This is an optimization exercise on Yosys and OpenROAD, whose aim is small area, a short achievable clock period and few clock cycles per item, not a production implementation. Function was checked by simulation only, so behaviour that the tests miss may differ from the original. No activity file was given, so power comes from the tool's default toggle rates.

### flow/design.v
`default_nettype none
package wqe_fetch_pkg;
    localparam int WQE_WIDTH  = 512;
    localparam int WQE_BYTES  = WQE_WIDTH / 8;
    localparam int ADDR_WIDTH = 32;
    localparam int QPID_LSB   = 328;
    localparam int QPID_WIDTH = 4;
    localparam int QPID_MSB   = QPID_LSB + QPID_WIDTH - 1;
    localparam int PAD_WIDTH  = WQE_WIDTH - QPID_MSB - 1;
    typedef logic [ADDR_WIDTH-1:0] addr_t;
    typedef union packed {
        logic [WQE_WIDTH-1:0] raw;
        struct packed {
            logic [PAD_WIDTH-1:0]  pad;
            logic [QPID_WIDTH-1:0] qpn;
            logic [QPID_LSB-1:0]   body;
        } f;
    } wqe_u;
endpackage
`default_nettype wire
`timescale 1ns/100ps
`default_nettype none
import wqe_fetch_pkg::*;
module wqe_fetch_top
#(
    parameter int MAX_QP   = 16,
    parameter int SQ_DEPTH = 4096,
    parameter int BODY     = 32          
)(
    input  logic                  clk,
    input  logic                  rst_n,
    output logic                  o_fetch_ready,
    input  logic                  i_arbit_val,
    input  logic [QPID_WIDTH-1:0] i_qp_idx,
    input  logic [MAX_QP-1:0]     i_active,
    input  logic [MAX_QP-1:0]     i_wqe_cache_alfull,
    input  logic [ADDR_WIDTH-1:0] i_sq_base,
    output logic [ADDR_WIDTH-1:0] o_axi_araddr,
    output logic                  o_axi_arvalid,
    input  logic                  i_axi_arready,
    input  logic [WQE_WIDTH-1:0]  i_axi_rdata,
    input  logic                  i_axi_rvalid,
    output logic                  o_axi_rready,
    output logic                  o_wqe_cache_wr,
    output logic [WQE_WIDTH-1:0]  o_wqe,
    input  logic [MAX_QP-1:0]     i_wqe_cache_full
);
    localparam int PI_WIDTH = $clog2(SQ_DEPTH);
    localparam int BA       = $clog2(BODY);
    localparam int OFF_LSB  = $clog2(WQE_BYTES);
    localparam int OFF_W    = ADDR_WIDTH - OFF_LSB;
    logic                  g_valid;
    logic [QPID_WIDTH-1:0] g_qp;
    logic [PI_WIDTH-1:0]   sq_pi  [MAX_QP];
    logic [MAX_QP-1:0]     pi_vld;
    logic                  ar_valid;
    logic [OFF_W-1:0]      ar_addr;
    logic                  hd_vld;
    logic [QPID_WIDTH-1:0] hd_qp;
    logic [MAX_QP-1:0]     hd_sel;      
    logic [QPID_WIDTH-1:0] body [BODY];
    logic [BA:0]           bwp;
    logic [BA:0]           brp;
    logic                  req_ok_q;
    logic                  grant;
    logic                  xfer;
    logic                  ar_fire;
    logic                  push;
    logic                  body_empty;
    logic                  body_full;
    logic                  to_head;
    logic [PI_WIDTH-1:0]   cur_pi;
    logic [QPID_WIDTH-1:0] hd_nxt;
    function automatic logic [OFF_W-1:0] prefix_add(input logic [OFF_W-1:0] a,
                                                    input logic [OFF_W-1:0] b);
        logic [OFF_W-1:0] g;
        logic [OFF_W-1:0] p;
        logic [OFF_W-1:0] gg;
        logic [OFF_W-1:0] pp;
        g  = a & b;
        p  = a ^ b;
        gg = g;
        pp = p;
        for (int l = 1; l < OFF_W; l = l * 2)
            for (int i = 0; i < OFF_W; i++)
                if ((i / l) % 2 == 1)
                begin
                    gg[i] = gg[i] | (pp[i] & gg[(i / l) * l - 1]);
                    pp[i] = pp[i] & pp[(i / l) * l - 1];
                end
        prefix_add = p ^ {gg[OFF_W-2:0], 1'b0};
    endfunction
    assign body_empty = (bwp == brp);
    assign body_full  = (bwp == {~brp[BA], brp[BA-1:0]});
    assign xfer          = g_valid & ~body_full & (~ar_valid | i_axi_arready);
    assign o_fetch_ready = req_ok_q & (~g_valid | xfer);
    assign grant         = i_arbit_val & o_fetch_ready;
    assign ar_fire       = ar_valid & i_axi_arready;
    assign cur_pi        = pi_vld[g_qp] ? sq_pi[g_qp] : '0;
    assign to_head       = ~hd_vld | (push & body_empty);
    always_ff @(posedge clk or negedge rst_n)
    begin
        if (!rst_n)
        begin
            g_valid  <= 1'b0;
            pi_vld   <= '0;
            ar_valid <= 1'b0;
            hd_vld   <= 1'b0;
            bwp      <= '0;
            brp      <= '0;
            req_ok_q <= 1'b0;
        end
        else
        begin
            req_ok_q <= (|i_active) & ~(&i_wqe_cache_alfull);
            if (grant)
                g_valid <= 1'b1;
            else if (xfer)
                g_valid <= 1'b0;
            if (xfer)
                pi_vld[g_qp] <= 1'b1;
            if (xfer)
                ar_valid <= 1'b1;
            else if (ar_fire)
                ar_valid <= 1'b0;
            if (xfer)
                hd_vld <= 1'b1;
            else if (push & body_empty)
                hd_vld <= 1'b0;
            if (xfer & ~to_head)
                bwp <= bwp + 1'b1;
            if (push & ~body_empty)
                brp <= brp + 1'b1;
        end
    end
    always_ff @(posedge clk)
    begin
        if (grant)
            g_qp <= i_qp_idx;
        if (xfer)
        begin
            sq_pi[g_qp] <= cur_pi + 1'b1;
            ar_addr <= prefix_add(i_sq_base[ADDR_WIDTH-1:OFF_LSB], OFF_W'({g_qp, cur_pi}));
        end
        if (xfer & ~to_head)
            body[bwp[BA-1:0]] <= g_qp;
        if ((xfer & to_head) | push)
        begin
            hd_qp  <= hd_nxt;
            hd_sel <= MAX_QP'(1) << hd_nxt;
        end
    end
    assign o_axi_arvalid = ar_valid;
    assign o_axi_araddr  = {ar_addr, i_sq_base[OFF_LSB-1:0]};
    assign hd_nxt = (xfer & to_head) ? g_qp : body[brp[BA-1:0]];
    assign o_wqe_cache_wr = i_axi_rvalid & hd_vld;
    assign o_axi_rready   = ~|(i_wqe_cache_full & hd_sel);
    assign push           = o_wqe_cache_wr & o_axi_rready;
    assign o_wqe          = {{PAD_WIDTH{1'b0}}, hd_qp, i_axi_rdata[QPID_LSB-1:0]};
endmodule
`default_nettype wire
### flow/flow/run.sh
#!/bin/bash
# Standard layout with three changes: port buffers are buf_1, constant outputs share
# tie cells through per-port buffers (flow/ties.tcl), and CTS adds no dummy loads.
set -euo pipefail
here=$(pwd)
export BUFFER_PORTS_ARGS="-buffer_cell sky130_fd_sc_hd__buf_1"
export POST_GLOBAL_PLACE_TCL=$here/flow/ties.tcl
export CTS_ARGS="-sink_clustering_enable -repair_clock_nets -dont_use_dummy_load -buf_list {sky130_fd_sc_hd__clkbuf_4 sky130_fd_sc_hd__clkbuf_8}"
bash standard.sh > standard.log 2>&1
### flow/flow/ties.tcl
# Run after global placement (POST_GLOBAL_PLACE_TCL), once buffer_ports has run.
# The standard flow gives every constant output its own tie cell. Here each constant
# output gets a buf_1 in its tie's place instead, and neighbouring buffers share one
# tie cell, so far fewer tie cells are left with an unused, unextracted pin.
set block [ord::get_db_block]
set bufm [[ord::get_db] findMaster sky130_fd_sc_hd__buf_1]
set group 10
set ports {}
foreach inst [$block getInsts] {
  if {[[$inst getMaster] getName] ne "sky130_fd_sc_hd__conb_1"} { continue }
  foreach pin {LO HI} {
    set net [[$inst findITerm $pin] getNet]
    if {$net eq "NULL"} { continue }
    set bts [$net getBTerms]
    if {[llength $bts] != 1 || [llength [$net getITerms]] != 1} { continue }
    set bt [lindex $bts 0]
    set box [$bt getBBox]
    # order ports along the die edge so that a group's ports are neighbours
    lappend ports [list $pin [$box xMin] [$box yMin] $inst $net]
  }
}
proc edge_key {p} {
  lassign $p pin x y
  return [list $pin [expr {$x + 100000 * $y}]]
}
set ports [lsort -command {apply {{a b} {
  set ka [edge_key $a]; set kb [edge_key $b]
  if {[lindex $ka 0] ne [lindex $kb 0]} { return [string compare [lindex $ka 0] [lindex $kb 0]] }
  return [expr {[lindex $ka 1] < [lindex $kb 1] ? -1 : ([lindex $ka 1] > [lindex $kb 1])}]
}}} $ports]
set n 0
set k 0
set lastpin ""
foreach p $ports {
  lassign $p pin x y tie net
  set loc [$tie getLocation]
  if {$k % $group == 0 || $pin ne $lastpin} {
    set k 0
    set shared [odb::dbNet_create $block "tie_shared_$n"]
    set it [$tie findITerm $pin]
    $it disconnect
    $it connect $shared
  } else {
    odb::dbInst_destroy $tie
  }
  set b [odb::dbInst_create $block $bufm "tie_buf_$n"]
  $b setLocation [lindex $loc 0] [lindex $loc 1]
  $b setPlacementStatus PLACED
  [$b findITerm A] connect $shared
  [$b findITerm X] connect $net
  set lastpin $pin
  incr n
  incr k
}
puts "ties.tcl: $n constant outputs buffered from shared tie cells"
### flow/standard.sh
#!/bin/bash
# synth_recipe.tcl (not shown) runs the flow's synth.tcl, then flattens the netlist and writes it again
# the make line also repeats each setting of config.mk as NAME=value (left out here)
make -C /OpenROAD-flow-scripts/flow DESIGN_CONFIG=/design/flow/config.mk WORK_HOME=/design/flow/orfs CLKGATE_MAP_FILE= SYNTH_SCRIPT=/design/flow/synth_recipe.tcl "${@:-finish}"
### flow/config.mk
export PLATFORM = sky130hd
export DESIGN_NAME = wqe_fetch_top
export DESIGN_NICKNAME = wqe_fetch_top
export VERILOG_FILES = /design/flow/design.v
export SDC_FILE = /design/flow/constraint.sdc
export NUM_CORES = 4
export LEC_CHECK = 0
export CAP_MARGIN = 20
export CORE_AREA = 10 10 410 410
export DIE_AREA = 0 0 420 420
export SETUP_SLACK_MARGIN = 4.0
export SLEW_MARGIN = 20
### flow/constraint.sdc
create_clock -name core_clock -period 8.0 [get_ports {clk}]
set_input_delay 1.6000 -clock core_clock [delete_from_list [all_inputs] [get_ports {clk}]]
set_output_delay 1.6000 -clock core_clock [all_outputs]
set_load 0.01 [all_outputs]
==> impl_metrics.toml, run 1 <==
[placement]
placed_cells = 3288
hpwl_um = 55800
dpl_cell_area_um2 = 20700
numPortBuffers = 116

[cells_and_area]
nNetsFinal = 1939
layout_common_cells = "edfxtp_1 (370), buf_1 (291), mux4_2 (97), clkbuf_8 (66), nor2_1 (58)"
layout.cells.non_filler = 3380
area_growth_pct = 6.70
drive_above_1_share = 0.217
finalCoreUtilization = 0.140
fill_cells = 17521
stdcell_area_um2 = 22200
final_common_cell = "edfxtp_1"

[power]
power_leakage_nw = 6.68
p_per_area_nw_per_um2 = 241
ir_drop_mv = 0.113

[critical_path]
cp_num_buf_inv = 2
slowest_stage = "and4_4"
slowest_delay_ns = 0.27
critPathRequiredTime_ns = 6.40
endpoint_kind = "output port"
worstPathArrival_ns = 2.45
crit_chain = "buf_1 -> a22o_1 -> a221oi_2 -> and4_4 -> buf_6"
start_kind = "input port"
cp_max_fo = 2
crit_type = "input port to output port"
crit_family = "compound AO/OA/AOI/OAI gates"

[clock_tree]
clkLatencyLatePin_ns = 0.61
root_buffer = "clkbuf_8"
clk_path_buf_depth = 3
cts_htree_levels = 3
cts_buffers = 66
cts_tree = "done"
clock_sinks = 406
clkSlewWorstSetupHoldPaths_ns = 0.06

[synth]
synth_seq_cells = 406
netlist_area_um2 = 20800
synthCells = 1445
yosysUniqueCellTypes = 58
synth_edf_count = 370
synthArstFlopShare = 0.0788
ys_seq_area_frac = 0.576
avgSynthCellArea_um2 = 14.4
synth_warnings = 1
ys.flop_type = "edfxtp_1"

[timing]
rsz0062_at_grt = "true"
tightestPinTransition_ns = 1.06
report.final.slew_viol_count = 0
holdWs_ns = 0.450
fmax_mhz = 247
min_period_ns = 4.05
finalHoldViolations = 0
clock_skew_ns = 0.0607
setup_violations = 0
relSlewSlack = 0.292
period_share = 0.507
timing.setup.tns_ns = 0

[global_routing]
track_usage = 0.0761
grt_max_degree = 49
grt_antenna_before_repair = 9
grt_pass1_vias = 10597
grt.overflow.total = 0
grt_pass1_wl_um = 93700

[floorplan]
die_h_um = 420
start_util = 0.131
die_area_um2 = 176000
core_area_um2 = 159000
num_io_pins = 1149
rows = 146
die_x_um = 420

[drt]
firstDrtPassIters = 5
routed_wirelength_um = 72900
route.detailed.drc = 0
wire_per_inst_um = 21.6
viasPerCell = 3.13
via_count = 10575
antenna_left = 0
drtIter0Drc = 988

[worst_hold_path]
hp-class = "flip-flop to flip-flop"

[flow_run]
max_cap_violations = 0

[outcome]
status = "no timing/DRC/antenna violations"
layout make-up:
class	count	area, um^2	share of cell area
multi-input combinational	481	5080	0.228
tap	2072	2590	0.117
buffer	180	676	0.0304
clock buffer	66	908	0.0409
inverter	23	86.3	0.00389
sequential	406	12000	0.540
timing repair buffer	150	870	0.0391
antenna	2	5.00	0.000225
worst paths after layout:
| check | start | endpoint | slack [ns] | cells after the start |
|---|---|---|---|---|
| worst max register to register | flip-flop | ar_addr[23] | 4.13 | 13 |
| worst min register to register | pi_vld[13] | pi_vld[13] | 0.45 | 1 |
| max in group asynchronous | rst_n | brp[2] | 6.22 | 1 |
| worst min-delay path | pi_vld[13] | pi_vld[13] | 0.45 | 1 |
| min in group asynchronous | rst_n | pi_vld[0] | 1.11 | 1 |
| worst max-delay path | i_wqe_cache_full[7] | o_axi_rready | 3.95 | 5 |
where the power goes:
group	switching (mW)	internal, mW	leakage (nW)	total (mW)
Combinational	0.714	0.489	2.43	1.20
Clock	0.723	0.729	0.475	1.45
Sequential	0.103	2.61	3.78	2.71
Total	1.54	3.83	6.68	5.37
cells in the mapped netlist, types with 2 or more instances:
cell,number,area (um^2)
nor3_1,10,50.1
inv_1,19,71.3
dfxtp_1,4,80.1
clkbuf_1,22,82.6
xor2_1,15,131
a22oi_1,11,82.6
buf_6,3,33.8
and2_1,9,56.3
dfrtp_1,32,801
a221oi_1,5,43.8
a21oi_1,14,70.1
mux2i_4,4,90.1
nor2b_1,4,25.0
nand3_1,10,50.1
buf_2,8,40.0
buf_4,515,3870
and3_1,2,12.5
a21o_1,18,135
nor2_1,73,274
nand3b_1,2,15.0
fa_1,4,80.1
nand2b_1,5,31.3
a22o_1,7,61.3
edfxtp_1,370,11100
and4b_1,2,20.0
o21a_1,2,15.0
mux4_2,97,2180
nand4_1,12,75.1
nor4_1,22,138
buf_1,4,15.0
a31oi_1,3,18.8
ha_1,26,325
mux2_2,5,56.3
o21ai_0,6,30.0
inv_2,4,15.0
xnor2_1,31,272
nand2_1,40,150
and4_1,3,26.3
or2_2,3,18.8
per-layer routing:
layer | share of wire | routed length (um) | track usage | vias to the layer above
li1 | - | - | - | 4428
met1 | 0.30 | 21800 | 0.0705 | 5113
met2 | 0.42 | 30300 | 0.107 | 759
met3 | 0.21 | 15300 | 0.0694 | 257
met4 | 0.061 | 4440 | 0.0441 | 18
met5 | 0.013 | 942 | 0.0383 | -
sequential cells by signal (all words and copies together) (netlist names), named ones only:
| register | cells |
|---|---|
| sq_pi | 192 |
| body | 128 |
| ar_addr | 26 |
| hd_sel | 16 |
| pi_vld | 16 |
| brp | 6 |
| bwp | 6 |
| g_qp | 4 |
| hd_qp | 4 |
| ar_valid | 1 |
| g_valid | 1 |
| hd_vld | 1 |
| req_ok_q | 1 |
kinds of logic after synthesis:
family | synth area share
other cells | 0.000180
compound gates | 0.0269
simple gates | 0.0472
xor+xnor | 0.0193
flops | 0.576
mux | 0.113
fa+ha+maj | 0.0195
buf+inv | 0.198
stage by stage:
| step | total power [mW] | setup slack (ns) |
|---|---|---|
| finish | 5.37 | 3.95 |
| global route | 5.61 | 3.92 |
| CTS | 5.33 | 3.96 |
| detailed placement | 3.83 | 3.30 |
| global placement | 3.78 | 3.26 |
| floorplan | 3.71 | 4.01 |
what timing repair did:
item / CTS / global route
setup buffers: 12 / 9
cloned: 0 / 3
resized for setup: 35 / 30
setup endpoints to repair: 88 / 34
hold buffers: 0 / 0
pin swaps: 5 / 8
Testbench counts, summed over its fixed seeds: cycles 11,267, items 8,000.
==> run 2: changes to the inputs <==
==> flow/flow/run.sh (replaced) <==
#!/bin/bash
# Standard layout with three changes: port buffers are buf_1, constant outputs share
# tie cells through per-port buffers (flow/ties.tcl), and CTS adds no dummy loads.
set -euo pipefail
here=$(pwd)
export BUFFER_PORTS_ARGS="-buffer_cell sky130_fd_sc_hd__buf_1"
export POST_GLOBAL_PLACE_TCL=$here/flow/ties.tcl
export CTS_ARGS="-sink_clustering_enable -repair_clock_nets -dont_use_dummy_load -buf_list {sky130_fd_sc_hd__clkbuf_4} -sink_clustering_size 9 -sink_clustering_max_diameter 30"
bash standard.sh > standard.log 2>&1
==> impl_metrics.toml, run 2 <==
[global_routing]
track_usage = 0.0764
grt_pass1_vias = 10669
grt_antenna_before_repair = 10
grt_pass1_wl_um = 94000
grt.overflow.total = 0
grt_max_degree = 49

[critical_path]
crit_type = "input port to output port"
critPathRequiredTime_ns = 6.40
r2r_setup_slack_ns = 4.17
start_kind = "input port"
endpoint_kind = "output port"
cp_max_fo = 2
worstPathArrival_ns = 2.45

[floorplan]
start_util = 0.131
core_area_um2 = 159000
die_x_um = 420
die_h_um = 420
rows = 146
num_io_pins = 1149
die_area_um2 = 176000

[cells_and_area]
finalCoreUtilization = 0.138
drive_above_1_share = 0.236
area_growth_pct = 5.52
layout_common_cells = "edfxtp_1 (370), buf_1 (291), mux4_2 (97), clkbuf_4 (76), nor2_1 (58)"
largest_reg_flops = 192
nNetsFinal = 1961
final_common_cell = "edfxtp_1"
regMostFlops = "sq_pi"

[outcome]
status = "no timing/DRC/antenna violations"

[timing]
report.final.slew_viol_count = 0
min_period_ns = 4.05
period_share = 0.507
relSlewSlack = 0.296
finalHoldViolations = 0
clock_skew_ns = 0.104
setup_slack_ns = 3.95
setup_violations = 0
rsz0062_at_grt = "true"
timing.setup.tns_ns = 0
fmax_mhz = 247
tightestPinTransition_ns = 1.05

[worst_hold_path]
hp-class = "flip-flop to flip-flop"

[placement]
dp_slack_ns = 3.30
hpwl_um = 55800
numPortBuffers = 116

[synth]
synthCells = 1445
synth_top_family_by_area = "buffers and inverters"
synthTopCellsByArea = "edfxtp_1 (53%), buf_4 (19%), mux4_2 (10%)"
post-synth-top-count-cell = "buf_4"
synth-adder-area-share = 0.0195
ys_seq_area_frac = 0.576
synth_warnings = 1
avgSynthCellArea_um2 = 14.4
post_synth_xor_area_fraction = 0.0193
synthSimpleGateAreaFrac = 0.0472
synth_seq_cells = 406
synth_commonest_cells = "buf_4 (515), edfxtp_1 (370), mux4_2 (97)"
netlist_area_um2 = 20800
ys.flop_type = "edfxtp_1"
yosysTopAreaCellShare = 0.534
yosys-mux-area-fraction = 0.113
synthArstFlopShare = 0.0788
synth_compound_area_frac = 0.0269
synth_edf_count = 370
synth_area_leader_cell = "edfxtp_1"
yosysUniqueCellTypes = 58

[clock_tree]
cts_tree = "done"
clk_path_buf_depth = 3
clkSlewWorstSetupHoldPaths_ns = 0.05
root_buffer = "clkbuf_4"
clock_sinks = 406
cts_buffers = 75
clkLatencyLatePin_ns = 0.75
hold_buffers = 0
cts_htree_levels = 3

[drt]
routed_wirelength_um = 73000
route.detailed.drc = 0
viasPerCell = 3.15
wire_per_inst_um = 21.5
drtIter0Drc = 797
firstDrtPassIters = 5
antenna_left = 0
via_count = 10714

[power]
p_per_area_nw_per_um2 = 230
ir_drop_mv = 0.0762
power_leakage_nw = 6.62

[flow_run]
max_cap_violations = 0
==> run 2: cells by family after synthesis <==
group | count (synthesis)
other cells | 1
compound gates | 77
flops | 406
xor+xnor | 46
simple gates | 202
mux | 108
buf+inv | 575
fa+ha+maj | 30
==> run 2: final timing paths <==
check,from,end,cells past startpoint
max,i_wqe_cache_full[9],o_axi_rready,5
min,pi_vld[3],pi_vld[3],1
max reg2reg,flip-flop,ar_addr[14],13
min reg2reg,pi_vld[3],pi_vld[3],1
max in group asynchronous,rst_n,brp[3],1
min in group asynchronous,rst_n,brp[1],1
==> run 2: per-layer routing <==
layer | wire length [um] | global-route usage | vias to the layer above
met4 | 4430 | 0.0437 | 18
met1 | 22000 | 0.0710 | 5179
met5 | 940 | 0.0383 | -
li1 | - | - | 4498
met2 | 30400 | 0.107 | 761
met3 | 15100 | 0.0696 | 258
==> run 2: area by class of cell <==
cell class,instances,area [um^2]
flip-flops and latches,406,12000
plain buffers,180,676
inverters,23,86.3
repair buffers,163,947
fillers,17560,137000
well taps,2072,2590
multi-input cells,481,5090
diodes,3,7.51
clock buffers,75,563
==> run 2: report_power, final <==
| group | internal [mW] | switching, mW |
|---|---|---|
| clock | 0.428 | 0.684 |
| sequential | 2.60 | 0.0860 |
| combinational | 0.520 | 0.740 |
| total | 3.55 | 1.51 |
==> run 2: metrics by stage <==
step / instance area, um^2 / hold WS, ns / cells / power, mW
2_1_floorplan: 21500 / 0.423 / 1624 / 3.71
3_3_place_gp: 20600 / 0.434 / 3270 / 3.78
3_5_place_dp: 20700 / 0.443 / 3288 / 3.83
4_1_cts: 21600 / 0.454 / 3375 / 5.00
5_1_grt: 22000 / 0.468 / 3401 / 5.32
6_report: 22000 / 0.452 / 3403 / 5.06
==> run 2: worst max-delay path, cell delays in order <==
cell	delay, ns
buf_6	0.10
a22o_1	0.20
a221oi_2	0.18
and4_4	0.27
buf_6	0.10
==> run 2: timing repair <==
action	in CTS	in global routing
gates resized for setup	40	28
pin swaps	6	9
setup buffers	11	24
setup endpoints to repair	77	33
cloned	1	1
endpoints found under the hold margin	0	0
==> run 3: changes to the inputs <==
==> flow/flow/run.sh (replaced) <==
#!/bin/bash
# Standard layout with three changes: port buffers are buf_1, constant outputs share
# tie cells through per-port buffers (flow/ties.tcl), and CTS adds no dummy loads.
set -euo pipefail
here=$(pwd)
export BUFFER_PORTS_ARGS="-buffer_cell sky130_fd_sc_hd__buf_1"
export POST_GLOBAL_PLACE_TCL=$here/flow/ties.tcl
export CTS_ARGS="-sink_clustering_enable -repair_clock_nets -dont_use_dummy_load -buf_list {sky130_fd_sc_hd__clkbuf_4 sky130_fd_sc_hd__clkbuf_8} -sink_clustering_size 10 -sink_clustering_max_diameter 50"
bash standard.sh > standard.log 2>&1
--- a/flow/config.mk
+++ b/flow/config.mk
@@ -8,5 +8,5 @@
 export CAP_MARGIN = 20
 export CORE_AREA = 10 10 410 410
 export DIE_AREA = 0 0 420 420
-export SETUP_SLACK_MARGIN = 4.0
+export SETUP_SLACK_MARGIN = 3.7
 export SLEW_MARGIN = 20
==> impl_metrics.toml, run 3 <==
[cells_and_area]
fill_cells = 17555
layout.cells.non_filler = 3358
regMostFlops = "sq_pi"
area_growth_pct = 4.71
final_common_cell = "edfxtp_1"
layout_common_cells = "edfxtp_1 (370), buf_1 (294), mux4_2 (97), nor2_1 (59), clkbuf_8 (49)"
largest_reg_flops = 192
drive_above_1_share = 0.190
nNetsFinal = 1918
finalCoreUtilization = 0.137
stdcell_area_um2 = 21800

[clock_tree]
cts_htree_levels = 2
root_buffer = "clkbuf_8"
hold_buffers = 0
clkSlewWorstSetupHoldPaths_ns = 0.07
clk_path_buf_depth = 3
cts_buffers = 48
clock_sinks = 406
clkLatencyLatePin_ns = 0.63
cts_tree = "done"

[placement]
placed_cells = 3289
dp_slack_ns = 2.41
numPortBuffers = 116
hpwl_um = 63100
dpl_cell_area_um2 = 20700

[floorplan]
die_x_um = 420
die_area_um2 = 176000
rows = 146
start_util = 0.131
num_io_pins = 1149
die_h_um = 420
core_area_um2 = 159000

[drt]
route.detailed.drc = 0
routed_wirelength_um = 79800
via_count = 10334
antenna_left = 0
firstDrtPassIters = 5
viasPerCell = 3.08
drtIter0Drc = 804
wire_per_inst_um = 23.8

[timing]
tightestPinTransition_ns = 1.15
setup_violations = 0
min_period_ns = 4.23
rsz0062_at_grt = "true"
period_share = 0.529
holdWs_ns = 0.448
clock_skew_ns = 0.0606
relSlewSlack = 0.231
fmax_mhz = 236
setup_slack_ns = 3.77
finalHoldViolations = 0
timing.setup.tns_ns = 0
report.final.slew_viol_count = 0

[critical_path]
cp_num_buf_inv = 2
critPathRequiredTime_ns = 6.40
crit_family = "compound AO/OA/AOI/OAI gates"
cpMostUsedCell = "buf_1"
slowest_stage = "and4_4"
cp_max_fo = 4
start_kind = "input port"
crit_type = "input port to output port"
slowest_delay_ns = 0.32
crit_start = "i_wqe_cache_full[9]"
crit_chain = "buf_1 -> a22o_1 -> a221oi_1 -> and4_4 -> buf_1"
worstPathArrival_ns = 2.63
endpoint_kind = "output port"

[synth]
yosys-mux-area-fraction = 0.113
synth_warnings = 1
avgSynthCellArea_um2 = 14.4
synthSimpleGateAreaFrac = 0.0472
synth-adder-area-share = 0.0195
yosysUniqueCellTypes = 58
post_synth_xor_area_fraction = 0.0193
synth_edf_count = 370
ys.flop_type = "edfxtp_1"
synthArstFlopShare = 0.0788
netlist_area_um2 = 20800
synthCells = 1445
synthTopCellsByArea = "edfxtp_1 (53%), buf_4 (19%), mux4_2 (10%)"
synth_area_leader_cell = "edfxtp_1"
yosysTopAreaCellShare = 0.534
synth_compound_area_frac = 0.0269
synth_commonest_cells = "buf_4 (515), edfxtp_1 (370), mux4_2 (97)"
synth_seq_cells = 406
synth_top_family_by_area = "buffers and inverters"
ys_seq_area_frac = 0.576
post-synth-top-count-cell = "buf_4"

[global_routing]
grt_pass1_vias = 10735
grt_antenna_before_repair = 13
grt.overflow.total = 0
track_usage = 0.0849
grt_max_degree = 39
grt_pass1_wl_um = 101000

[power]
ir_drop_mv = 0.122
totalPowerFinal_mw = 5.14
p_per_area_nw_per_um2 = 236
power_leakage_nw = 6.47

[worst_hold_path]
worstHoldStart = "pi_vld[14]"
hp-class = "flip-flop to flip-flop"

[outcome]
status = "no timing/DRC/antenna violations"

[flow_run]
max_cap_violations = 0
[run 3: cell count changes in the layout (fill, tap and decap cells not counted), moves of 4 or more]
cell,delta
buf_4,-15
clkbuf_8,+49
xnor2_2,-5
a221oi_2,-5
a221oi_1,+5
xnor2_1,+5
dfrtp_1,+4
clkbuf_4,-76
[run 3: kinds of logic after synthesis]
logic type / after synthesis
xor gates and xnor gates: 46
muxes: 108
and+or+nand+nor: 202
adders and majority gates: 30
AOI/OAI and AO/OA: 77
other: 1
buffers and inverters: 575
DFF: 406
[run 3: path summary, 6_finish.rpt]
kind	endpoint	slack, ns	cells after the start
worst max-delay path	o_axi_rready	3.77	5
worst min-delay path	pi_vld[14]	0.45	1
worst max register to register	ar_addr[23]	3.82	13
worst min register to register	pi_vld[14]	0.45	1
max in group asynchronous	brp[3]	6.24	1
min in group asynchronous	pi_vld[9]	1.14	1
[run 3: routing by layer]
metal | up-vias | share of wire | track usage
li1 | 4370 | - | -
met1 | 5022 | 0.26 | 0.0677
met2 | 660 | 0.40 | 0.115
met3 | 274 | 0.26 | 0.101
met4 | 8 | 0.068 | 0.0533
met5 | - | 0.0062 | 0.0202
[run 3: area by class of cell]
| class | instances | area [um^2] | area share |
|---|---|---|---|
| multi-input combinational | 481 | 5000 | 0.229 |
| buffer | 180 | 676 | 0.0310 |
| inverter | 23 | 86.3 | 0.00396 |
| tap | 2072 | 2590 | 0.119 |
| clock buffer | 48 | 661 | 0.0303 |
| sequential | 406 | 12000 | 0.551 |
| antenna | 1 | 2.50 | 0.000115 |
| timing repair buffer | 147 | 786 | 0.0360 |
[run 3: worst register-to-register path, delay by kind of cell (launching register included)]
kind            cells  cell delay (ns)
mux                 2             0.98
buf+inv             3             0.59
fa+ha+maj           1             0.38
xor+xnor            1             0.25
compound gates      2             0.46
flops               1             0.39
simple gates        4             0.93
[run 3: what timing repair did]
item                       in CTS  in global routing
pin swaps                       2                  1
setup endpoints to repair      36                 39
setup buffers                  18                  1
gates resized for setup        22                 10
[run 3: power breakdown]
group | leakage [nW] | switching, mW | internal, mW
Sequential | 3.78 | 0.0946 | 2.60
Combinational | 2.34 | 0.739 | 0.461
Clock | 0.345 | 0.709 | 0.531
Total | 6.47 | 1.54 | 3.60
==> run 4: changes to the inputs <==
--- a/flow/config.mk
+++ b/flow/config.mk
@@ -8,5 +8,5 @@
 export CAP_MARGIN = 20
 export CORE_AREA = 10 10 410 410
 export DIE_AREA = 0 0 420 420
-export SETUP_SLACK_MARGIN = 3.7
+export SETUP_SLACK_MARGIN = 3.85
 export SLEW_MARGIN = 20
==> impl_metrics.toml, run 4 <==
[outcome]
status = "no timing/DRC/antenna violations"

[critical_path]
start_kind = "flip-flop"
slowest_delay_ns = 0.52
cp_max_fo = 7
endpoint_kind = "flip-flop"
slowest_stage = "mux4_2"
crit_chain = "buf_12 -> buf_6 -> mux4_2 -> mux4_2 -> and2_4 -> ha_4 -> a21o_1 -> a2111oi_4 -> a211oi_4 -> buf_12 -> and4b_2 -> nor3_4 -> buf_4 -> nand2_4 -> xnor2_4"
crit_family = "multiplexers"
crit_type = "flip-flop to flip-flop"
critPathRequiredTime_ns = 8.34
worstPathArrival_ns = 4.58
cp_num_buf_inv = 4

[worst_hold_path]
hp-class = "flip-flop to flip-flop"

[synth]
yosysUniqueCellTypes = 58
synth_edf_count = 370
synth_area_leader_cell = "edfxtp_1"
synth_warnings = 1
synthCells = 1445
avgSynthCellArea_um2 = 14.4
yosysTopAreaCellShare = 0.534
ys.flop_type = "edfxtp_1"
synth_seq_cells = 406
synth_commonest_cells = "buf_4 (515), edfxtp_1 (370), mux4_2 (97)"
post-synth-top-count-cell = "buf_4"
synthArstFlopShare = 0.0788
netlist_area_um2 = 20800
ys_seq_area_frac = 0.576
synthTopCellsByArea = "edfxtp_1 (53%), buf_4 (19%), mux4_2 (10%)"

[global_routing]
grt_antenna_before_repair = 10
grt_use_met2 = 0.115
track_usage = 0.0850
grt_util_met3 = 0.0977
busiest_layer = "met2"
grt_pass1_wl_um = 101000
grt.overflow.total = 0
gr-usage-met1 = 0.0706
grt_pass1_vias = 10640
grt_max_degree = 39

[drt]
routed_wirelength_um = 80400
drtIter0Drc = 816
route.detailed.drc = 0
viasPerCell = 3.14
via_count = 10602
wire_per_inst_um = 23.8
antenna_left = 0
firstDrtPassIters = 6

[timing]
rsz0062_at_grt = "true"
report.final.slew_viol_count = 0
setup_violations = 0
finalHoldViolations = 0
setup_slack_ns = 3.76
tightestPinTransition_ns = 1.02
relSlewSlack = 0.315
holdWs_ns = 0.454
timing.setup.tns_ns = 0
period_share = 0.530
fmax_mhz = 236
min_period_ns = 4.24
clock_skew_ns = 0.123

[floorplan]
start_util = 0.131
num_io_pins = 1149
die_h_um = 420
die_x_um = 420
die_area_um2 = 176000
rows = 146
core_area_um2 = 159000

[clock_tree]
hold_buffers = 0
clkSlewWorstSetupHoldPaths_ns = 0.07
cts_htree_levels = 2
root_buffer = "clkbuf_8"
clkLatencyLatePin_ns = 0.65
clk_path_buf_depth = 3
clock_sinks = 406
cts_tree = "done"
cts_buffers = 50

[cells_and_area]
final_common_cell = "edfxtp_1"
largest_reg_flops = 192
area_growth_pct = 7.04
drive_above_1_share = 0.236
layout_common_cells = "edfxtp_1 (370), buf_1 (289), mux4_2 (97), nor2_1 (57), clkbuf_8 (50)"
layout.cells.non_filler = 3380
nNetsFinal = 1940
regMostFlops = "sq_pi"

[placement]
dp_slack_ns = 1.89
hpwl_um = 63200
numPortBuffers = 116
placed_cells = 3289

[power]
p_per_area_nw_per_um2 = 235
power_leakage_nw = 6.67
ir_drop_mv = 0.119

[flow_run]
max_cap_violations = 0
run 4: final timing paths:
| kind | startpoint | to | slack, ns | cells past startpoint |
|---|---|---|---|---|
| max | flip-flop | ar_addr[22] | 3.76 | 15 |
| min | pi_vld[13] | pi_vld[13] | 0.45 | 1 |
| max reg2reg | flip-flop | ar_addr[22] | 3.76 | 15 |
| min reg2reg | pi_vld[13] | pi_vld[13] | 0.45 | 1 |
| max in group asynchronous | rst_n | brp[1] | 6.22 | 1 |
| min in group asynchronous | rst_n | bwp[3] | 1.08 | 1 |
run 4: kinds of logic after synthesis:
family                   after synthesis  share of synthesized area
AO/OA/AOI/OAI                         77                     0.0269
AND/OR/NAND/NOR                      202                     0.0472
other                                  1                   0.000180
flip-flops                           406                      0.576
buffers and inverters                575                      0.198
multiplexers                         108                      0.113
XOR/XNOR                              46                     0.0193
adder cells (fa/ha/maj)               30                     0.0195
run 4: stage by stage:
step           area (um^2)  power [mW]  utilization
5_1_grt              22300        5.47        0.140
4_1_cts              22000        5.23        0.139
3_3_place_gp         20700        3.83        0.130
3_5_place_dp         20700        3.88        0.131
2_1_floorplan        21500        3.71            -
6_report             22300        5.23        0.140
run 4: timing repair:
action	in CTS	in global routing
gates resized for setup	73	27
setup endpoints to repair	249	34
setup buffers	28	11
cloned	1	0
pin swaps	13	17
run 4: power breakdown:
part / switching [mW] / internal [mW] / leakage (nW) / total (mW)
clock: 0.699 / 0.551 / 0.360 / 1.25
combinational: 0.768 / 0.508 / 2.54 / 1.28
sequential: 0.0994 / 2.61 / 3.77 / 2.70
total: 1.57 / 3.66 / 6.67 / 5.23
run 4: layout make-up:
class	instances	area [um^2]
timing repair buffer	167	998
multi-input combinational	481	5230
inverter	23	88.8
buffer	180	676
antenna	1	2.50
clock buffer	50	688
sequential	406	12000
tap	2072	2590
fill	17488	136000
run 4: layer usage:
metal | up-vias | wire length (um) | part of all wire
li1 | 4423 | - | -
met1 | 5231 | 21700 | 0.27
met2 | 662 | 32100 | 0.40
met3 | 270 | 20800 | 0.26
met4 | 16 | 5000 | 0.062
met5 | - | 746 | 0.0093
==> run 5: changes to the inputs <==
--- a/flow/config.mk
+++ b/flow/config.mk
@@ -8,5 +8,6 @@
 export CAP_MARGIN = 20
 export CORE_AREA = 10 10 410 410
 export DIE_AREA = 0 0 420 420
-export SETUP_SLACK_MARGIN = 3.85
+export PLACE_DENSITY = 0.8
+export SETUP_SLACK_MARGIN = 4.0
 export SLEW_MARGIN = 20
==> impl_metrics.toml, run 5 <==
[outcome]
status = "no timing/DRC/antenna violations"

[global_routing]
grt_antenna_before_repair = 11
grt.overflow.total = 0
grt_max_degree = 40
grt_pass1_wl_um = 95500
track_usage = 0.0777
grt_pass1_vias = 10795

[critical_path]
crit_type = "input port to output port"
cp_max_fo = 2
crit_cells = 5
cp_num_buf_inv = 2
slowest_stage = "and4_4"
reg2regPathDepth = 15
crit_family = "compound AO/OA/AOI/OAI gates"
endpoint_kind = "output port"
crit_chain = "buf_1 -> a22o_1 -> a221oi_2 -> and4_4 -> buf_6"
start_kind = "input port"
slowest_delay_ns = 0.29
critPathRequiredTime_ns = 6.40
worstPathArrival_ns = 2.56

[drt]
drtIter0Drc = 936
via_count = 10892
firstDrtPassIters = 5
antenna_left = 0
wire_per_inst_um = 22.2
viasPerCell = 3.23
routed_wirelength_um = 75000
route.detailed.drc = 0

[floorplan]
die_h_um = 420
core_area_um2 = 159000
start_util = 0.131
die_x_um = 420
die_area_um2 = 176000
rows = 146
num_io_pins = 1149

[clock_tree]
root_buffer = "clkbuf_8"
clock_sinks = 406
cts_tree = "done"
cts_htree_levels = 2
clkLatencyLatePin_ns = 0.67
clkSlewWorstSetupHoldPaths_ns = 0.07
cts_buffers = 49
hold_buffers = 0
clk_path_buf_depth = 3

[worst_hold_path]
hp-class = "flip-flop to flip-flop"
holdPathStages = 1

[timing]
finalHoldViolations = 0
report.final.slew_viol_count = 0
rsz0062_at_grt = "true"
fmax_mhz = 241
tightestPinTransition_ns = 1.02
timing.setup.tns_ns = 0
min_period_ns = 4.16
clock_skew_ns = 0.107
holdWs_ns = 0.451
relSlewSlack = 0.318
setup_violations = 0
period_share = 0.519

[cells_and_area]
area_growth_pct = 6.53
final_common_cell = "edfxtp_1"
stdcell_area_um2 = 22200
largest_reg_flops = 192
layout_common_cells = "edfxtp_1 (370), buf_1 (291), mux4_2 (97), nor2_1 (62), clkbuf_8 (49)"
drive_above_1_share = 0.221
nNetsFinal = 1936
regMostFlops = "sq_pi"
layout.cells.non_filler = 3377

[placement]
placed_cells = 3297
hpwl_um = 58100
numPortBuffers = 116
dpl_cell_area_um2 = 20800

[synth]
synthCells = 1445
ys.flop_type = "edfxtp_1"
netlist_area_um2 = 20800
synthArstFlopShare = 0.0788
synth_warnings = 1
synth_area_leader_cell = "edfxtp_1"
synth_commonest_cells = "buf_4 (515), edfxtp_1 (370), mux4_2 (97)"
post-synth-top-count-cell = "buf_4"
synthTopCellsByArea = "edfxtp_1 (53%), buf_4 (19%), mux4_2 (10%)"
synth_edf_count = 370
yosysTopAreaCellShare = 0.534
ys_seq_area_frac = 0.576
yosysUniqueCellTypes = 58
synth_seq_cells = 406
avgSynthCellArea_um2 = 14.4

[power]
p_sw_frac = 0.297
internal_power_mw = 3.66
power_leakage_nw = 6.65
p_seq_frac = 0.519
ir_drop_mv = 0.109
p_comb_frac = 0.245
p_per_area_nw_per_um2 = 235
p_sw_mw = 1.55
pwr-share-clk = 0.236

[flow_run]
max_cap_violations = 0
-- run 5: final timing paths --
check	from	end	slack, ns
worst max-delay path	i_wqe_cache_full[9]	o_axi_rready	3.84
max in group asynchronous	rst_n	brp[3]	6.50
min in group asynchronous	rst_n	req_ok_q	1.00
worst min register to register	pi_vld[15]	pi_vld[15]	0.45
worst max register to register	g_qp[0]	ar_addr[25]	3.99
worst min-delay path	pi_vld[15]	pi_vld[15]	0.45
-- run 5: layer usage --
layer	part of all wire	global-route usage
met2	0.43	0.113
met3	0.21	0.0665
met1	0.27	0.0698
met5	0.0091	0.0290
met4	0.072	0.0520
-- run 5: logic make-up after synthesis --
group | Yosys count | synth area share
buf+inv | 575 | 0.198
flops | 406 | 0.576
simple gates | 202 | 0.0472
mux | 108 | 0.113
compound gates | 77 | 0.0269
xor+xnor | 46 | 0.0193
fa+ha+maj | 30 | 0.0195
other cells | 1 | 0.000180
-- run 5: worst register-to-register path, cell delays in order, from the launching register on --
cell        delay (ns)
edfxtp_1          0.49
buf_12            0.16
mux4_2            0.51
nand3_2           0.10
and4_4            0.31
buf_12            0.14
or2_4             0.14
clkinvlp_4        0.16
ha_4              0.32
o21a_1            0.12
o211ai_1          0.12
a211oi_2          0.26
and4b_2           0.34
nor3_4            0.32
nand3_1           0.14
xnor2_1           0.15
-- run 5: repair_timing --
action | in CTS | in global routing
pin swaps | 6 | 16
endpoints found under the hold margin | 0 | 0
gates resized for setup | 45 | 38
cloned | 1 | 4
buffers inserted | 15 | 9
setup endpoints to repair | 139 | 34
-- run 5: final cells by class --
cell class                      instances  area, um^2
Fill cell                           17338      137000
Sequential cell                       406       12000
Multi-Input combinational cell        481        5110
Tap cell                             2072        2590
Timing Repair Buffer                  164        1030
Buffer                                180         676
Clock buffer                           49         674
Inverter                               23        90.1
Antenna cell                            2        5.00
-- run 5: power groups by stage --
stage / sequential [mW] / clock (mW) / combinational (mW)
final: 2.70 / 1.23 / 1.28
after global routing: 2.71 / 1.32 / 1.38
after CTS: 2.70 / 1.26 / 1.19
after detailed placement: 2.77 / 0 / 1.08
after global placement: 2.76 / 0 / 1.02
after floorplan: 2.72 / 0 / 0.997
-- run 5: through the flow --
stage | setup slack, ns | util | power [mW]
after floorplan | 4.01 | - | 3.71
after global placement | 3.00 | 0.130 | 3.77
after detailed placement | 2.98 | 0.131 | 3.84
after CTS | 3.90 | 0.137 | 5.14
after global routing | 3.80 | 0.140 | 5.41
final | 3.84 | 0.140 | 5.20
==> run 6: changes to the inputs <==
--- a/flow/config.mk
+++ b/flow/config.mk
@@ -8,6 +8,5 @@
 export CAP_MARGIN = 20
 export CORE_AREA = 10 10 410 410
 export DIE_AREA = 0 0 420 420
-export PLACE_DENSITY = 0.8
 export SETUP_SLACK_MARGIN = 4.0
 export SLEW_MARGIN = 20
==> impl_metrics.toml, run 6 <==
[outcome]
status = "no timing/DRC/antenna violations"

[synth]
synthSimpleGateAreaFrac = 0.0472
ys.flop_type = "edfxtp_1"
synth-adder-area-share = 0.0195
synth_warnings = 1
ys_seq_area_frac = 0.576
post-synth-top-count-cell = "buf_4"
synth_top_family_by_area = "buffers and inverters"
synth_seq_cells = 406
synth_commonest_cells = "buf_4 (515), edfxtp_1 (370), mux4_2 (97)"
synthCells = 1445
synthTopCellsByArea = "edfxtp_1 (53%), buf_4 (19%), mux4_2 (10%)"
avgSynthCellArea_um2 = 14.4
synth_compound_area_frac = 0.0269
netlist_area_um2 = 20800
synthArstFlopShare = 0.0788
synth_edf_count = 370
yosys-mux-area-fraction = 0.113
synth_area_leader_cell = "edfxtp_1"
yosysTopAreaCellShare = 0.534
post_synth_xor_area_fraction = 0.0193
yosysUniqueCellTypes = 58

[floorplan]
rows = 146
die_h_um = 420
num_io_pins = 1149
core_area_um2 = 159000
die_area_um2 = 176000
start_util = 0.131
die_x_um = 420

[timing]
relSlewSlack = 0.283
setup_slack_ns = 3.95
holdWs_ns = 0.455
clock_skew_ns = 0.0752
tightestPinTransition_ns = 1.07
fmax_mhz = 247
min_period_ns = 4.05
rsz0062_at_grt = "true"
report.final.slew_viol_count = 0
setup_violations = 0
timing.setup.tns_ns = 0
finalHoldViolations = 0
period_share = 0.506

[drt]
wire_per_inst_um = 21.7
via_count = 10387
drtIter0Drc = 932
route.detailed.drc = 0
viasPerCell = 3.09
routed_wirelength_um = 73000
antenna_left = 0
firstDrtPassIters = 5

[clock_tree]
cts_tree = "done"
cts_htree_levels = 2
clkLatencyLatePin_ns = 0.60
cts_buffers = 48
clk_path_buf_depth = 3
clkSlewWorstSetupHoldPaths_ns = 0.07
hold_buffers = 0
root_buffer = "clkbuf_8"
clock_sinks = 406

[global_routing]
grt.overflow.total = 0
track_usage = 0.0758
grt_pass1_wl_um = 93600
grt_pass1_vias = 10404
grt_max_degree = 49
grt_antenna_before_repair = 9

[cells_and_area]
final_common_cell = "edfxtp_1"
regMostFlops = "sq_pi"
largest_reg_flops = 192
area_growth_pct = 5.43
stdcell_area_um2 = 22000
layout_common_cells = "edfxtp_1 (370), buf_1 (291), mux4_2 (97), nor2_1 (58), clkbuf_8 (49)"
fill_cells = 17522
finalCoreUtilization = 0.138
drive_above_1_share = 0.204
nNetsFinal = 1920

[critical_path]
start_kind = "input port"
crit_type = "input port to output port"
cp_max_fo = 2
worstPathArrival_ns = 2.45
slowest_stage = "and4_4"
slowest_delay_ns = 0.27
critPathRequiredTime_ns = 6.40
endpoint_kind = "output port"
crit_chain = "buf_1 -> a22o_1 -> a221oi_2 -> and4_4 -> buf_6"

[power]
ir_drop_mv = 0.109
p_per_area_nw_per_um2 = 233
power_leakage_nw = 6.55

[placement]
dpl_cell_area_um2 = 20700
dp_slack_ns = 3.30
hpwl_um = 55800
numPortBuffers = 116

[flow_run]
max_cap_violations = 0

[worst_hold_path]
hp-class = "flip-flop to flip-flop"
run 6: cell counts after synthesis:
Identical to the previous run, type by type.
run 6: area by class of cell:
class | count | area [um^2] | area share
multi-input cells | 481 | 5050 | 0.230
well taps | 2072 | 2590 | 0.118
inverters | 23 | 86.3 | 0.00393
diodes | 2 | 5.00 | 0.000228
flip-flops and latches | 406 | 12000 | 0.547
clock buffers | 48 | 661 | 0.0301
plain buffers | 180 | 676 | 0.0308
repair buffers | 149 | 878 | 0.0400
run 6: per-stage QoR:
step / std cells / total power, mW
finish: 3361 / 5.12
global route: 3359 / 5.35
CTS: 3348 / 5.08
detailed placement: 3288 / 3.83
global placement: 3270 / 3.78
floorplan: 1624 / 3.71
run 6: worst max-delay path, delay by kind of cell:
| kind | cells | cell delay [ns] |
|---|---|---|
| and+or+nand+nor | 1 | 0.27 |
| AOI/OAI and AO/OA | 2 | 0.40 |
| buffers and inverters | 2 | 0.17 |
run 6: kinds of logic (layout without fill, tap and decap cells):
| family | count (synthesis) | count (layout) |
|---|---|---|
| adders and majority gates | 30 | 30 |
| AOI/OAI and AO/OA | 77 | 77 |
| muxes | 108 | 108 |
| and+or+nand+nor | 202 | 202 |
| buffers and inverters | 575 | 400 |
| other | 1 | 20 |
| DFF | 406 | 406 |
| xor gates and xnor gates | 46 | 46 |
run 6: report_power, final:
| part | total (mW) | internal (mW) | switching, mW |
|---|---|---|---|
| clock network | 1.21 | 0.531 | 0.680 |
| registers | 2.71 | 2.60 | 0.103 |
| logic | 1.20 | 0.487 | 0.713 |
| total | 5.12 | 3.62 | 1.50 |
run 6: metal layers:
layer	vias to the layer above	track usage	share of wire
li1	4388	-	-
met1	5030	0.0723	0.30
met2	714	0.104	0.41
met3	241	0.0677	0.21
met4	14	0.0469	0.068
met5	-	0.0336	0.011
run 6: what timing repair did:
action	in CTS	in global routing
buffers inserted	12	8
setup endpoints to repair	72	33
cloned	0	3
pin swaps	5	6
resized for setup	35	22
run 6: path summary, 6_finish.rpt:
path                       slack [ns]                start  cells past startpoint           end
min                              0.45           pi_vld[15]                      1    pi_vld[15]
max in group asynchronous        6.28                rst_n                      1        brp[0]
min in group asynchronous        1.10                rst_n                      1     pi_vld[0]
max reg2reg                      4.13            flip-flop                     13   ar_addr[19]
min reg2reg                      0.45           pi_vld[15]                      1    pi_vld[15]
max                              3.95  i_wqe_cache_full[7]                      5  o_axi_rready
==> run 7: changes to the inputs <==
--- a/flow/config.mk
+++ b/flow/config.mk
@@ -5,8 +5,8 @@
 export SDC_FILE = /design/flow/constraint.sdc
 export NUM_CORES = 4
 export LEC_CHECK = 0
-export CAP_MARGIN = 20
+export CAP_MARGIN = 0
 export CORE_AREA = 10 10 410 410
 export DIE_AREA = 0 0 420 420
 export SETUP_SLACK_MARGIN = 4.0
-export SLEW_MARGIN = 20
+export SLEW_MARGIN = 0
==> impl_metrics.toml, run 7 <==
[drt]
wire_per_inst_um = 21.7
antenna_left = 0
routed_wirelength_um = 72600
drtIter0Drc = 832
viasPerCell = 3.10
via_count = 10371
firstDrtPassIters = 5
route.detailed.drc = 0

[clock_tree]
clkLatencyLatePin_ns = 0.61
clk_path_buf_depth = 3
clock_sinks = 406
clkSlewWorstSetupHoldPaths_ns = 0.07
cts_tree = "done"
hold_buffers = 0
cts_buffers = 47
cts_htree_levels = 2
root_buffer = "clkbuf_8"

[timing]
report.final.slew_viol_count = 0
finalHoldViolations = 0
fmax_mhz = 247
relSlewSlack = 0.188
min_period_ns = 4.06
rsz0062_at_grt = "true"
tightestPinTransition_ns = 1.21
timing.setup.tns_ns = 0
clock_skew_ns = 0.0970
setup_violations = 0
period_share = 0.507

[synth]
post-synth-top-count-cell = "buf_4"
yosys-mux-area-fraction = 0.113
synth_compound_area_frac = 0.0269
synth_seq_cells = 406
synthSimpleGateAreaFrac = 0.0472
synthArstFlopShare = 0.0788
synth_warnings = 1
post_synth_xor_area_fraction = 0.0193
ys.flop_type = "edfxtp_1"
synth_commonest_cells = "buf_4 (515), edfxtp_1 (370), mux4_2 (97)"
yosysUniqueCellTypes = 58
yosysTopAreaCellShare = 0.534
synthCells = 1445
synthTopCellsByArea = "edfxtp_1 (53%), buf_4 (19%), mux4_2 (10%)"
avgSynthCellArea_um2 = 14.4
netlist_area_um2 = 20800
synth_area_leader_cell = "edfxtp_1"
synth_top_family_by_area = "buffers and inverters"
synth_edf_count = 370
synth-adder-area-share = 0.0195
ys_seq_area_frac = 0.576

[cells_and_area]
regMostFlops = "sq_pi"
area_growth_pct = 4.66
layout_common_cells = "edfxtp_1 (370), buf_1 (291), mux4_2 (97), nor2_1 (58), clkbuf_8 (47)"
drive_above_1_share = 0.194
largest_reg_flops = 192
final_common_cell = "edfxtp_1"
nNetsFinal = 1910
layout.cells.non_filler = 3349
num_antenna_cells = 0

[power]
ir_drop_mv = 0.106
p_comb_frac = 0.230
p_seq_frac = 0.534
p_sw_mw = 1.48
totalPowerFinal_mw = 5.08
pwr-share-clk = 0.236
power_leakage_nw = 6.45
p_per_area_nw_per_um2 = 233
internal_power_mw = 3.59
p_sw_frac = 0.292

[placement]
hpwl_um = 55900
placed_cells = 3288
numPortBuffers = 116

[critical_path]
reg2regPathDepth = 12
crit_start = "i_wqe_cache_full[7]"
endpoint_kind = "output port"
r2r_setup_slack_ns = 4.17
cp_max_fo = 2
critPathRequiredTime_ns = 6.40
crit_type = "input port to output port"
worstPathArrival_ns = 2.46
r2r_end = "ar_addr[21]"
start_kind = "input port"

[worst_hold_path]
holdPathStages = 1
hp-class = "flip-flop to flip-flop"
min_to = "pi_vld[2]"
worstHoldStart = "pi_vld[2]"

[outcome]
status = "no timing/DRC/antenna violations"

[global_routing]
grt_antenna_before_repair = 11
grt_pass1_wl_um = 93200
grt_max_degree = 49
grt.overflow.total = 0
grt_pass1_vias = 10390
track_usage = 0.0755

[flow_run]
max_cap_violations = 0

[floorplan]
die_x_um = 420
num_io_pins = 1149
die_h_um = 420
core_area_um2 = 159000
die_area_um2 = 176000
start_util = 0.131
rows = 146
## run 7: cell type report
| cell class | instances | area [um^2] |
|---|---|---|
| timing repair buffer | 140 | 769 |
| tap | 2072 | 2590 |
| buffer | 180 | 676 |
| multi-input combinational | 481 | 5010 |
| sequential | 406 | 12000 |
| inverter | 23 | 86.3 |
| fill | 17516 | 137000 |
| clock buffer | 47 | 647 |
## run 7: per-stage QoR
stage / utilization / area, um^2 / setup WS, ns / hold slack (ns)
after floorplan: - / 21500 / 4.01 / 0.423
after global placement: 0.130 / 20600 / 3.26 / 0.434
after detailed placement: 0.131 / 20700 / 3.28 / 0.442
after CTS: 0.136 / 21600 / 3.95 / 0.459
after global routing: 0.137 / 21800 / 3.91 / 0.469
final: 0.137 / 21800 / 3.94 / 0.455
## run 7: logic make-up after synthesis
| family | count (synthesis) |
|---|---|
| and+or+nand+nor | 202 |
| buffers and inverters | 575 |
| DFF | 406 |
| muxes | 108 |
| adders and majority gates | 30 |
| xor gates and xnor gates | 46 |
| other | 1 |
| AOI/OAI and AO/OA | 77 |
## run 7: power groups by stage
| stage | sequential (mW) | combinational, mW | clock [mW] |
|---|---|---|---|
| after floorplan | 2.72 | 0.997 | 0 |
| after global placement | 2.77 | 1.02 | 0 |
| after detailed placement | 2.77 | 1.06 | 0 |
| after CTS | 2.71 | 1.12 | 1.24 |
| after global routing | 2.72 | 1.28 | 1.32 |
| final | 2.71 | 1.17 | 1.20 |
## run 7: worst max path at each step
stage	to	slack (ns)
after global routing	o_axi_rready	3.91
after floorplan	o_axi_rready	4.01
final	o_axi_rready	3.94
after global placement	ar_addr[19]	3.26
after CTS	ar_addr[19]	3.95
after detailed placement	ar_addr[19]	3.28
## run 7: metal layers
metal,GRT usage,up-vias,share of wire
li1,-,4363,-
met1,0.0730,5019,0.30
met2,0.107,716,0.42
met3,0.0650,257,0.21
met4,0.0410,16,0.061
met5,0.0363,-,0.012
## run 7: critical path, cell delays in order
cell	delay, ns
buf_1	0.08
a22o_1	0.23
a221oi_2	0.17
and4_4	0.27
buf_6	0.10
## run 7: timing repair
item,4_1_cts,5_1_grt
endpoints found under the hold margin,0,0
pin swaps,5,4
gates resized for setup,32,29
buffers inserted,8,4
gates cloned,0,2
setup endpoints to repair,86,34
==> run 8: changes to the inputs <==
--- a/flow/design.v
+++ b/flow/design.v
@@ -56,8 +56,8 @@
     logic                  ar_valid;
     logic [OFF_W-1:0]      ar_addr;
     logic                  hd_vld;
+    logic [MAX_QP-1:0]     hd_sel;      
     logic [QPID_WIDTH-1:0] hd_qp;
-    logic [MAX_QP-1:0]     hd_sel;      
     logic [QPID_WIDTH-1:0] body [BODY];
     logic [BA:0]           bwp;
     logic [BA:0]           brp;
@@ -146,13 +146,19 @@
             body[bwp[BA-1:0]] <= g_qp;
         if ((xfer & to_head) | push)
         begin
-            hd_qp  <= hd_nxt;
             hd_sel <= MAX_QP'(1) << hd_nxt;
         end
     end
     assign o_axi_arvalid = ar_valid;
     assign o_axi_araddr  = {ar_addr, i_sq_base[OFF_LSB-1:0]};
     assign hd_nxt = (xfer & to_head) ? g_qp : body[brp[BA-1:0]];
+    always_comb
+    begin
+        hd_qp = '0;
+        for (int q = 0; q < MAX_QP; q++)
+            if (hd_sel[q])
+                hd_qp = hd_qp | QPID_WIDTH'(q);
+    end
     assign o_wqe_cache_wr = i_axi_rvalid & hd_vld;
     assign o_axi_rready   = ~|(i_wqe_cache_full & hd_sel);
     assign push           = o_wqe_cache_wr & o_axi_rready;
--- a/flow/config.mk
+++ b/flow/config.mk
@@ -8,5 +8,6 @@
 export CAP_MARGIN = 0
 export CORE_AREA = 10 10 410 410
 export DIE_AREA = 0 0 420 420
+export GPL_TIMING_DRIVEN = 0
 export SETUP_SLACK_MARGIN = 4.0
 export SLEW_MARGIN = 0
==> impl_metrics.toml, run 8 <==
[clock_tree]
clk_path_buf_depth = 3
clkLatencyLatePin_ns = 0.63
cts_htree_levels = 2
cts_tree = "done"
root_buffer = "clkbuf_8"
hold_buffers = 0
cts_buffers = 49
clkSlewWorstSetupHoldPaths_ns = 0.04
clock_sinks = 402

[critical_path]
crit_chain = "buf_1 -> a22o_1 -> a221oi_2 -> and4_4 -> buf_6"
worstPathArrival_ns = 2.49
critPathRequiredTime_ns = 6.40
slowest_stage = "and4_4"
cp_num_buf_inv = 2
slowest_delay_ns = 0.27
start_kind = "input port"
crit_family = "compound AO/OA/AOI/OAI gates"
endpoint_kind = "output port"
cp_max_fo = 2
crit_type = "input port to output port"

[cells_and_area]
fill_cells = 17284
regArea_um2 = 11900
nNetsFinal = 2793
largest_reg_flops = 192
regMostFlops = "sq_pi"
final_common_cell = "buf_4"
finalCoreUtilization = 0.172
drive_above_1_share = 0.372
area_growth_pct = 31.7
layout_common_cells = "buf_4 (544), buf_1 (449), edfxtp_1 (366), conb_1 (180), mux4_2 (97)"
multi_input_comb_area_um2 = 5810

[timing]
report.final.slew_viol_count = 0
setup_violations = 0
rsz0062_at_grt = "true"
finalHoldViolations = 0
min_period_ns = 4.09
fmax_mhz = 244
clock_skew_ns = 0.0806
relSlewSlack = 0.131
period_share = 0.511
timing.setup.tns_ns = 0
tightestPinTransition_ns = 1.29

[synth]
yosysTopAreaCellShare = 0.530
post-synth-top-count-cell = "buf_4"
ys_seq_area_frac = 0.572
ys.flop_type = "edfxtp_1"
synth_edf_count = 366
synthCells = 1445
synth_seq_cells = 402
synthTopCellsByArea = "edfxtp_1 (53%), buf_4 (19%), mux4_2 (11%)"
synth_warnings = 1
synthArstFlopShare = 0.0796
synth_area_leader_cell = "edfxtp_1"
avgSynthCellArea_um2 = 14.4
netlist_area_um2 = 20700
synth_commonest_cells = "buf_4 (515), edfxtp_1 (366), mux4_2 (97)"
yosysUniqueCellTypes = 48

[outcome]
status = "no timing/DRC/antenna violations"

[flow_run]
max_cap_violations = 0

[worst_hold_path]
hp-class = "flip-flop to flip-flop"

[global_routing]
track_usage = 0.0988
grt_antenna_before_repair = 22
grt_pass1_wl_um = 122000
grt_pass1_vias = 13926
grt.overflow.total = 0
grt_max_degree = 33

[power]
ir_drop_mv = 0.107
power_leakage_nw = 10.1
p_per_area_nw_per_um2 = 203

[drt]
via_count = 13693
routed_wirelength_um = 95300
wire_per_inst_um = 22.5
route.detailed.drc = 0
viasPerCell = 3.23
firstDrtPassIters = 5
drtIter0Drc = 1139
antenna_left = 0

[floorplan]
core_area_um2 = 159000
die_h_um = 420
rows = 146
num_io_pins = 1149
die_x_um = 420
start_util = 0.131
die_area_um2 = 176000

[placement]
hpwl_um = 80200
numPortBuffers = 450
run 8: what timing repair did:
item,4_1_cts,5_1_grt
gates cloned,0,1
buffers inserted,20,9
gates resized for setup,68,50
pin swaps,13,20
endpoints found under the setup margin,184,93
endpoints found under the hold margin,0,0
run 8: where the power goes:
group	switching [mW]	internal [mW]	total [mW]
combinational	0.967	0.697	1.66
clock	0.696	0.541	1.24
sequential	0.0696	2.58	2.65
total	1.73	3.82	5.55
run 8: worst paths after layout:
kind                                      from      endpoint  slack [ns]  cells after the start
setup reg to reg                       g_qp[0]   ar_addr[21]        4.00                     19
min in group asynchronous                rst_n     pi_vld[3]        1.07                      1
setup / recovery           i_wqe_cache_full[4]  o_axi_rready        3.91                      5
max in group asynchronous                rst_n        brp[0]        6.34                      1
hold reg to reg                     pi_vld[10]    pi_vld[10]        0.45                      1
hold / removal                      pi_vld[10]    pi_vld[10]        0.45                      1
run 8: layout make-up:
type                       instances  area share
sequential                       402       0.435
multi-input combinational        659       0.213
buffer                           549       0.153
tap                             2072      0.0949
timing repair buffer             487      0.0775
clock buffer                      49      0.0247
inverter                          14     0.00192
antenna                            6    0.000550
run 8: logic make-up after synthesis:
kind of cell,Yosys count,share of synthesized area
AO/OA/AOI/OAI,76,0.0258
XOR/XNOR,42,0.0177
adder cells (fa/ha/maj),30,0.0195
buffers and inverters,563,0.197
flip-flops,402,0.572
multiplexers,116,0.115
other,1,0.000181
AND/OR/NAND/NOR,215,0.0524
run 8: per-stage QoR:
step | power, mW | instance area [um^2] | instances | hold WS, ns | worst slack (ns)
after floorplan | 3.69 | 21500 | 1624 | 0.423 | 3.95
after global placement | 4.20 | 25800 | 4146 | 0.434 | 1.99
after detailed placement | 4.24 | 25900 | 4153 | 0.440 | 2.54
after CTS | 5.55 | 27000 | 4222 | 0.448 | 3.94
after global routing | 5.81 | 27300 | 4233 | 0.462 | 3.87
final | 5.55 | 27300 | 4238 | 0.446 | 3.91
run 8: per-layer routing:
| layer | track usage | routed length (um) |
|---|---|---|
| met1 | 0.142 | 43700 |
| met2 | 0.137 | 40100 |
| met3 | 0.0426 | 9810 |
| met4 | 0.0145 | 1300 |
| met5 | 0.0107 | 345 |
run 8: worst reg2reg max path, stage by stage (launching register included):
cell and delay [ns]:
edfxtp_1 0.42, buf_8 0.15, buf_12 0.12, buf_4 0.13
mux4_2 0.44, nand2_2 0.11, and3_4 0.19, buf_8 0.13
nor2_4 0.07, ha_4 0.17, fa_2 0.37, a21oi_2 0.15
nand4b_1 0.15, buf_6 0.14, nand3_4 0.08, a211oi_4 0.35
nor3_4 0.12, nor2_4 0.26, nor2_2 0.08, xor2_2 0.17
Testbench counts of run 8, summed over its fixed seeds: cycles 11,267, items 8,000.
==> run 9: changes to the inputs <==
--- a/flow/config.mk
+++ b/flow/config.mk
@@ -8,6 +8,5 @@
 export CAP_MARGIN = 0
 export CORE_AREA = 10 10 410 410
 export DIE_AREA = 0 0 420 420
-export GPL_TIMING_DRIVEN = 0
 export SETUP_SLACK_MARGIN = 4.0
 export SLEW_MARGIN = 0
==> impl_metrics.toml, run 9 <==
[worst_hold_path]
holdPathStages = 1
hp-class = "flip-flop to flip-flop"
min_to = "pi_vld[15]"
worstHoldStart = "pi_vld[15]"

[critical_path]
crit_chain = "buf_1 -> a22o_1 -> a221oi_2 -> and4_4 -> buf_6"
endpoint_kind = "output port"
r2r_setup_slack_ns = 4.06
cp_max_fo = 2
r2r-start = "g_qp[0]"
r2r_end = "ar_addr[16]"
reg2regPathDepth = 15
start_kind = "input port"
slowest_stage = "and4_4"
worstPathArrival_ns = 2.51
crit_type = "input port to output port"
critPathRequiredTime_ns = 6.40
slowest_delay_ns = 0.28

[drt]
antenna_left = 0
drtIter0Drc = 751
firstDrtPassIters = 6
wire_per_inst_um = 27.2
viasPerCell = 3.18
route.detailed.drc = 0
routed_wirelength_um = 92100
via_count = 10770

[floorplan]
die_x_um = 420
start_util = 0.131
die_h_um = 420
num_io_pins = 1149
core_area_um2 = 159000
die_area_um2 = 176000
rows = 146

[placement]
hpwl_um = 73900
placed_cells = 3292
numPortBuffers = 116
dp_slack_ns = 2.80

[synth]
ys_seq_area_frac = 0.572
synth_seq_cells = 402
synth_warnings = 1
avgSynthCellArea_um2 = 14.4
synth_edf_count = 366
netlist_area_um2 = 20700
synthCells = 1445
yosysTopAreaCellShare = 0.530
synth_commonest_cells = "buf_4 (515), edfxtp_1 (366), mux4_2 (97)"
ys.flop_type = "edfxtp_1"
post-synth-top-count-cell = "buf_4"
yosysUniqueCellTypes = 48
synth_area_leader_cell = "edfxtp_1"
synthTopCellsByArea = "edfxtp_1 (53%), buf_4 (19%), mux4_2 (11%)"
synthArstFlopShare = 0.0796

[clock_tree]
cts_buffers = 49
cts_tree = "done"
clkLatencyLatePin_ns = 0.66
root_buffer = "clkbuf_8"
clk_path_buf_depth = 3
hold_buffers = 0
clkSlewWorstSetupHoldPaths_ns = 0.04
cts_htree_levels = 2
clock_sinks = 402

[cells_and_area]
regMostFlops = "sq_pi"
largest_reg_flops = 192
nNetsFinal = 1936
layout_common_cells = "edfxtp_1 (366), buf_1 (291), mux4_2 (97), nor2_1 (55), clkbuf_8 (49)"
drive_above_1_share = 0.203
finalCoreUtilization = 0.138
area_growth_pct = 5.88
layout.cells.non_filler = 3386
final_common_cell = "edfxtp_1"

[timing]
period_share = 0.514
relSlewSlack = 0.196
tightestPinTransition_ns = 1.20
min_period_ns = 4.11
report.final.slew_viol_count = 0
timing.setup.tns_ns = 0
clock_skew_ns = 0.0890
setup_violations = 0
finalHoldViolations = 0
rsz0062_at_grt = "true"
fmax_mhz = 243
setup_slack_ns = 3.89

[power]
p_sw_mw = 1.53
internal_power_mw = 3.61
ir_drop_mv = 0.122
power_leakage_nw = 6.62
p_comb_frac = 0.238
pwr-share-clk = 0.241
p_sw_frac = 0.297
p_per_area_nw_per_um2 = 234
p_seq_frac = 0.521

[outcome]
status = "no timing/DRC/antenna violations"

[global_routing]
track_usage = 0.0974
grt.overflow.total = 0
grt_pass1_wl_um = 114000
grt_max_degree = 41
grt_pass1_vias = 10888
grt_antenna_before_repair = 12

[flow_run]
max_cap_violations = 0
run 9: cell counts after synthesis:
No cell type changed its count.
run 9: cell families (layout without fill, tap and decap cells):
| logic type | after synthesis | after routing | synth area share |
|---|---|---|---|
| flip-flops | 402 | 402 | 0.572 |
| multiplexers | 116 | 116 | 0.115 |
| XOR/XNOR | 42 | 42 | 0.0177 |
| other | 1 | 29 | 0.000181 |
| adder cells (fa/ha/maj) | 30 | 30 | 0.0195 |
| buffers and inverters | 563 | 404 | 0.197 |
| AO/OA/AOI/OAI | 76 | 76 | 0.0258 |
| AND/OR/NAND/NOR | 215 | 215 | 0.0524 |
run 9: layout make-up:
class	count	area (um^2)
repair buffers	161	957
well taps	2072	2590
fillers	17528	137000
inverters	14	52.6
multi-input cells	497	5090
clock buffers	49	674
flip-flops and latches	402	11900
diodes	11	27.5
plain buffers	180	676
run 9: per-layer routing:
metal / up-vias / track usage / routed length, um
met5: - / 0.0443 / 1070
met4: 12 / 0.0167 / 1360
met3: 106 / 0.141 / 27500
met2: 978 / 0.119 / 34300
met1: 5219 / 0.0884 / 27900
li1: 4455 / - / -
run 9: worst max path at each step:
| stage | slack [ns] | end | cells after the start | from |
|---|---|---|---|---|
| 3_5_place_dp | 2.80 | ar_addr[21] | 14 | flip-flop |
| 5_1_grt | 3.87 | o_axi_rready | 5 | i_wqe_cache_full[10] |
| 2_1_floorplan | 3.95 | ar_addr[25] | 16 | g_qp[0] |
| 6_report | 3.89 | o_axi_rready | 5 | i_wqe_cache_full[5] |
| 4_1_cts | 3.93 | o_axi_rready | 5 | i_wqe_cache_full[6] |
| 3_3_place_gp | 2.84 | ar_addr[21] | 14 | flip-flop |
run 9: what timing repair did:
item	in CTS	in global routing
resized for setup	37	30
gates cloned	1	1
pin swaps	8	14
setup buffers	20	12
setup endpoints to repair	232	61
hold endpoints to repair	0	0
run 9: worst max-delay path: cells and delay by family:
family / cells / cell delay (ns)
buffers and inverters: 2 / 0.18
and+or+nand+nor: 1 / 0.28
AOI/OAI and AO/OA: 2 / 0.45
run 9: power groups by stage:
stage	logic [mW]	clock network [mW]	registers, mW
after global routing	1.34	1.37	2.70
after CTS	1.18	1.29	2.68
after floorplan	0.997	0	2.69
after global placement	1.04	0	2.74
after detailed placement	1.09	0	2.74
final	1.23	1.24	2.68
run 9: per-stage QoR:
stage	hold slack (ns)	power [mW]	instance area [um^2]
after floorplan	0.423	3.69	21500
after CTS	0.454	5.15	21700
after detailed placement	0.440	3.83	20600
final	0.451	5.14	22000
after global placement	0.434	3.78	20600
after global routing	0.469	5.40	21900

Check on run 9: ideal ports give 3.891 ns setup slack; a clkbuf_16 on the clock port and buf_2 on the inputs give 3.814 ns; moving port delays by the midpoint clock arrival (0.667 ns) as well gives 3.616 ns.
